Context: an optimization exercise on an open-source flow, tuned for small area. The choices shown serve that exercise and are no tape-out recipe. At most, simulation tests tie the RTL to the original design; equivalence was not proved.

==> module rank_unit, before the edit <==
module rank_unit (
	input  logic           clk,
	input  logic           min_mode,   
	input  logic           step_best,
	input  logic           step_second,
	input  logic           first_byte,  
	input  logic           first_item,  
	input  logic           second_item, 
	input  logic           in_en,
	input  iot_pkg::byte_t iot_in,
	input  logic           hold_byte,   
	input  logic           use_held,    
	input  logic [iot_pkg::BYTE_W/2-1:0] held_hi,  
	input  logic           crc_mode,    
	input  iot_pkg::crc_t  crc_val,     
	output iot_pkg::item_t best_q,
	output iot_pkg::item_t second_q
);
	iot_pkg::item_t best_n_q, second_n_q;
	assign best_q   = ~best_n_q;
	assign second_q = ~second_n_q;
	logic [1:0] cmp_best_q, cmp_second_q;
	iot_pkg::byte_t held_byte;
	assign held_byte = {held_hi, cmp_best_q, cmp_second_q};
	logic [1:0] prev_best, prev_second, cmp_best, cmp_second;
	iot_pkg::byte_t top_best, top_second;
	iot_pkg::byte_t in_best, in_second;
	logic better_best, better_second;
	assign top_best   = best_q[iot_pkg::ITEM_W-1 -: iot_pkg::BYTE_W];
	assign top_second = second_q[iot_pkg::ITEM_W-1 -: iot_pkg::BYTE_W];
	always_comb begin
		if (min_mode) begin
			better_best   = (iot_in < top_best);
			better_second = (iot_in < top_second);
		end else begin
			better_best   = (iot_in > top_best);
			better_second = (iot_in > top_second);
		end
		prev_best   = first_byte ? 2'b00 : cmp_best_q;
		prev_second = second_item ? 2'b11 : (first_byte ? 2'b00 : cmp_second_q);
		cmp_best   = prev_best[1]   ? prev_best   : {iot_in != top_best,   better_best};
		cmp_second = prev_second[1] ? prev_second : {iot_in != top_second, better_second};
		if (use_held)
			in_best = held_byte;
		else if (!first_item && cmp_best == 2'b10)
			in_best = top_best;
		else
			in_best = iot_in;
		if (cmp_best == 2'b11)
			in_second = top_best;
		else if (cmp_second == 2'b10)
			in_second = top_second;
		else
			in_second = iot_in;
		if (crc_mode) begin
			in_best[iot_pkg::CRC_W-1:0]   = crc_val;
			in_second[iot_pkg::CRC_W-1:0] = crc_val;
		end
	end
	always_ff @(posedge clk) begin
		if (in_en) begin
			if (hold_byte)
				{cmp_best_q, cmp_second_q} <= iot_in[iot_pkg::BYTE_W/2-1:0];
			else
				{cmp_best_q, cmp_second_q} <= {cmp_best, cmp_second};
		end
		if (step_best)
			best_n_q <= {best_n_q[iot_pkg::ITEM_W-iot_pkg::BYTE_W-1:0], ~in_best};
		if (step_second)
			second_n_q <= {second_n_q[iot_pkg::ITEM_W-iot_pkg::BYTE_W-1:0], ~in_second};
	end
endmodule
==> module iot_filter, before the edit <==
module iot_filter (
	input  logic           clk,
	input  logic           rst,
	input  logic           in_en,
	input  iot_pkg::byte_t iot_in,
	input  logic [2:0]     fn_sel,
	output logic           busy,
	output logic           valid,
	output iot_pkg::item_t iot_out
);
	logic crc_mode, rank_mode, min_mode;
	assign crc_mode  = (fn_sel == iot_pkg::fn_crc);
	assign rank_mode = (fn_sel == iot_pkg::fn_max) || (fn_sel == iot_pkg::fn_min);
	assign min_mode  = (fn_sel == iot_pkg::fn_min);
	iot_pkg::byte_idx_t byte_cnt;   
	logic [2:0]         item_cnt;   
	logic [2:0]         phase_q;    
	logic first_byte, last_byte, last_item, start;
	assign first_byte = (byte_cnt == '0);
	assign last_byte  = (byte_cnt == '1);
	assign last_item  = (item_cnt == '1);
	assign start = in_en && last_byte && (crc_mode || (rank_mode && last_item));
	logic ph1, ph3, ph4, ph5;
	assign ph1 = phase_q[2] & ~phase_q[1];
	assign ph3 = phase_q[2] &  phase_q[0];
	assign ph4 = ~phase_q[2] & phase_q[1];
	assign ph5 = ~phase_q[1] & phase_q[0];
	logic hold, use_held;
	assign hold     = rank_mode & ph1;
	assign use_held = rank_mode & ph5 & byte_cnt[0];
	always_ff @(posedge clk or posedge rst) begin
		if (rst) begin
			byte_cnt <= '0;
			item_cnt <= '0;
			phase_q  <= '0;
		end else begin
			if (in_en) begin
				if (hold) begin
					byte_cnt    <= {iot_in[7:5], 1'b1};
					item_cnt[0] <= iot_in[4];
				end else begin
					byte_cnt <= byte_cnt + 1'b1;
					if (last_byte)
						item_cnt <= item_cnt + 1'b1;
				end
			end else if (use_held) begin
				byte_cnt <= iot_pkg::byte_idx_t'(1);
				item_cnt <= '0;
			end
			phase_q <= {start | (~phase_q[0] & (phase_q[2] | phase_q[1])), phase_q[2], phase_q[1]};
		end
	end
	assign busy  = rank_mode & (phase_q[2] | phase_q[1]);
	assign valid = phase_q[0] & (phase_q[2] ? crc_mode : rank_mode);
	iot_pkg::item_t best_q, second_q;
	iot_pkg::crc_t  crc_val;
	crc3_unit i_crc (
		.crc_in(first_byte ? '0 : best_q[iot_pkg::CRC_W-1:0]),
		.byte_in(iot_in),
		.crc_out(crc_val)
	);
	logic step_best, step_second, first_item, second_item;
	assign first_item  = (item_cnt == 3'd0);
	assign second_item = (item_cnt == 3'd1);
	assign step_best   = (in_en & ~(rank_mode & ph1)) | use_held;
	assign step_second = in_en & (crc_mode ? last_byte : ~first_item);
	rank_unit i_rank (
		.clk(clk), .min_mode(min_mode),
		.step_best(step_best), .step_second(step_second),
		.first_byte(first_byte), .first_item(first_item), .second_item(second_item),
		.in_en(in_en), .iot_in(iot_in), .hold_byte(ph1), .use_held(use_held), .held_hi({byte_cnt[3:1], item_cnt[0]}),
		.crc_mode(crc_mode), .crc_val(crc_val),
		.best_q(best_q), .second_q(second_q)
	);
	logic sel_best, sel_second, sel_low;
	assign sel_best   = rank_mode & ph4;
	assign sel_second = rank_mode & ph5;
	assign sel_low    = sel_second | (crc_mode & ph3);
	assign iot_out[iot_pkg::ITEM_W-1:iot_pkg::CRC_W] =
		({(iot_pkg::ITEM_W-iot_pkg::CRC_W){sel_best}}   & best_q[iot_pkg::ITEM_W-1:iot_pkg::CRC_W]) |
		({(iot_pkg::ITEM_W-iot_pkg::CRC_W){sel_second}} & second_q[iot_pkg::ITEM_W-1:iot_pkg::CRC_W]);
	assign iot_out[iot_pkg::CRC_W-1:0] =
		({iot_pkg::CRC_W{sel_best}} & best_q[iot_pkg::CRC_W-1:0]) |
		({iot_pkg::CRC_W{sel_low}}  & second_q[iot_pkg::CRC_W-1:0]);
endmodule
Settings: LEC_CHECK=0, ABC_AREA=1, CAP_MARGIN=20, CORE_MARGIN=2, CORE_UTILIZATION=70, SLEW_MARGIN=20; clock period 6.0 ns.
standard.sh (not shown) runs the stock make flow with config.mk's settings and CLKGATE_MAP_FILE= SYNTH_SCRIPT=/design/flow/synth_recipe.tcl, a recipe that flattens the netlist after the stock synthesis.
==> flow/flow/run.sh <==
#!/bin/bash
# The standard layout (standard.sh), with three changes:
# - synthesis is the standard flow's own (synth_recipe.tcl and ORFS's synth.tcl), except that ABC maps
#   the logic with flow/abc_area.script, a stronger area-only script, and adders and
#   comparators are left to ABC instead of being mapped to half adders first (ADDER_MAP_FILE
#   empty); registers are untouched;
# - every port is buffered by the smallest buffer, sky130_fd_sc_hd__buf_1, instead of the
#   one buffer_ports picks itself;
# - clock tree synthesis uses larger sink clusters and inserts no dummy loads.
set -euo pipefail
here=$(pwd)

sed 's|^  log_cmd abc {\*}\$abc_args$|  log_cmd abc -script '"$here"'/flow/abc_area.script {*}[lrange $abc_args 2 end]|' \
  "$FLOW_HOME/scripts/synth.tcl" > synth_own.tcl
grep -q 'flow/abc_area.script' synth_own.tcl
sed 's|source \$::env(SCRIPTS_DIR)/synth.tcl|source '"$here"'/synth_own.tcl|' synth_recipe.tcl > synth_recipe_own.tcl
grep -q 'synth_own.tcl' synth_recipe_own.tcl

bash standard.sh \
  "SYNTH_SCRIPT=$here/synth_recipe_own.tcl" \
  "ADDER_MAP_FILE=" \
  "BUFFER_PORTS_ARGS=-buffer_cell sky130_fd_sc_hd__buf_1" \
  "CTS_ARGS=-sink_clustering_enable -repair_clock_nets -dont_use_dummy_load -buf_list sky130_fd_sc_hd__clkbuf_4 -sink_clustering_size 10 -sink_clustering_max_diameter 50" \
  finish > make_finish.log 2>&1
==> flow/flow/abc_area.script <==
strash
ifraig
dc2
strash
dch -f
amap
topo
dnsize -c
==> next run, changes <==
--- a/flow/design.v
+++ b/flow/design.v
@@ -41,7 +41,6 @@
 	input  iot_pkg::byte_t iot_in,
 	input  logic           hold_byte,   
 	input  logic           use_held,    
-	input  logic [iot_pkg::BYTE_W/2-1:0] held_hi,  
 	input  logic           crc_mode,    
 	input  iot_pkg::crc_t  crc_val,     
 	output iot_pkg::item_t best_q,
@@ -51,8 +50,9 @@
 	assign best_q   = ~best_n_q;
 	assign second_q = ~second_n_q;
 	logic [1:0] cmp_best_q, cmp_second_q;
+	logic [iot_pkg::BYTE_W/2-1:0] held_hi_q;
 	iot_pkg::byte_t held_byte;
-	assign held_byte = {held_hi, cmp_best_q, cmp_second_q};
+	assign held_byte = {held_hi_q, cmp_best_q, cmp_second_q};
 	logic [1:0] prev_best, prev_second, cmp_best, cmp_second;
 	iot_pkg::byte_t top_best, top_second;
 	iot_pkg::byte_t in_best, in_second;
@@ -94,6 +94,7 @@
 				{cmp_best_q, cmp_second_q} <= iot_in[iot_pkg::BYTE_W/2-1:0];
 			else
 				{cmp_best_q, cmp_second_q} <= {cmp_best, cmp_second};
+			held_hi_q <= iot_in[iot_pkg::BYTE_W-1:iot_pkg::BYTE_W/2];
 		end
 		if (step_best)
 			best_n_q <= {best_n_q[iot_pkg::ITEM_W-iot_pkg::BYTE_W-1:0], ~in_best};
@@ -129,9 +130,6 @@
 	assign ph3 = phase_q[2] &  phase_q[0];
 	assign ph4 = ~phase_q[2] & phase_q[1];
 	assign ph5 = ~phase_q[1] & phase_q[0];
-	logic hold, use_held;
-	assign hold     = rank_mode & ph1;
-	assign use_held = rank_mode & ph5 & byte_cnt[0];
 	always_ff @(posedge clk or posedge rst) begin
 		if (rst) begin
 			byte_cnt <= '0;
@@ -139,23 +137,17 @@
 			phase_q  <= '0;
 		end else begin
 			if (in_en) begin
-				if (hold) begin
-					byte_cnt    <= {iot_in[7:5], 1'b1};
-					item_cnt[0] <= iot_in[4];
-				end else begin
-					byte_cnt <= byte_cnt + 1'b1;
-					if (last_byte)
-						item_cnt <= item_cnt + 1'b1;
-				end
-			end else if (use_held) begin
-				byte_cnt <= iot_pkg::byte_idx_t'(1);
-				item_cnt <= '0;
+				byte_cnt <= byte_cnt + 1'b1;
+				if (last_byte)
+					item_cnt <= item_cnt + 1'b1;
 			end
 			phase_q <= {start | (~phase_q[0] & (phase_q[2] | phase_q[1])), phase_q[2], phase_q[1]};
 		end
 	end
 	assign busy  = rank_mode & (phase_q[2] | phase_q[1]);
 	assign valid = phase_q[0] & (phase_q[2] ? crc_mode : rank_mode);
+	logic use_held;
+	assign use_held = rank_mode & ph5 & (byte_cnt == iot_pkg::byte_idx_t'(1));
 	iot_pkg::item_t best_q, second_q;
 	iot_pkg::crc_t  crc_val;
 	crc3_unit i_crc (
@@ -172,7 +164,7 @@
 		.clk(clk), .min_mode(min_mode),
 		.step_best(step_best), .step_second(step_second),
 		.first_byte(first_byte), .first_item(first_item), .second_item(second_item),
-		.in_en(in_en), .iot_in(iot_in), .hold_byte(ph1), .use_held(use_held), .held_hi({byte_cnt[3:1], item_cnt[0]}),
+		.in_en(in_en), .iot_in(iot_in), .hold_byte(ph1), .use_held(use_held),
 		.crc_mode(crc_mode), .crc_val(crc_val),
 		.best_q(best_q), .second_q(second_q)
 	);
Outcome: Design area went up by 0.57%. Via count is lower by 0.72%. Routed wire length rose by 2.2%. Count of clock-buffer cells in the layout is unchanged. Non-clock buffer count came out higher by 3.
The RTL of the first run of this note was laid out without a check of its function.

==> re-timing with driven ports <==
How much do the figures lean on ideal ports? The routed layouts below were timed once more, with nothing changed but the port constraints. Step 1, drivers: a clkbuf_16 drives clk and a buf_2 each remaining input, both assumed. Step 2 also shifts input and output timing later by t, the mid clock arrival at the registers, as if the neighbouring blocks saw the same clock. Three values: no drivers, after step 1, after step 2; two values: the first two.
| run | t (ns) | slack for setup (ns) | hold WS [ns] | clock arrival spread, ns | slew at the worst register clock pin (ns) |
|---|---|---|---|---|---|
| the first run | 0.665 | 1.252 / 1.243 / 0.577 | 0.386 / 0.386 / 0.386 | 0.073 / 0.073 | 0.11 / 0.11 |
| the second run | 0.691 | 1.589 / 1.569 / 0.922 | 0.428 / 0.409 / 0.431 | 0.022 / 0.021 | 0.11 / 0.11 |
After both steps setup and hold are still met in every run listed. For the first run, which loses most, drivers alone change the setup slack by -0.009 ns; drivers and shift together by -0.675 ns.
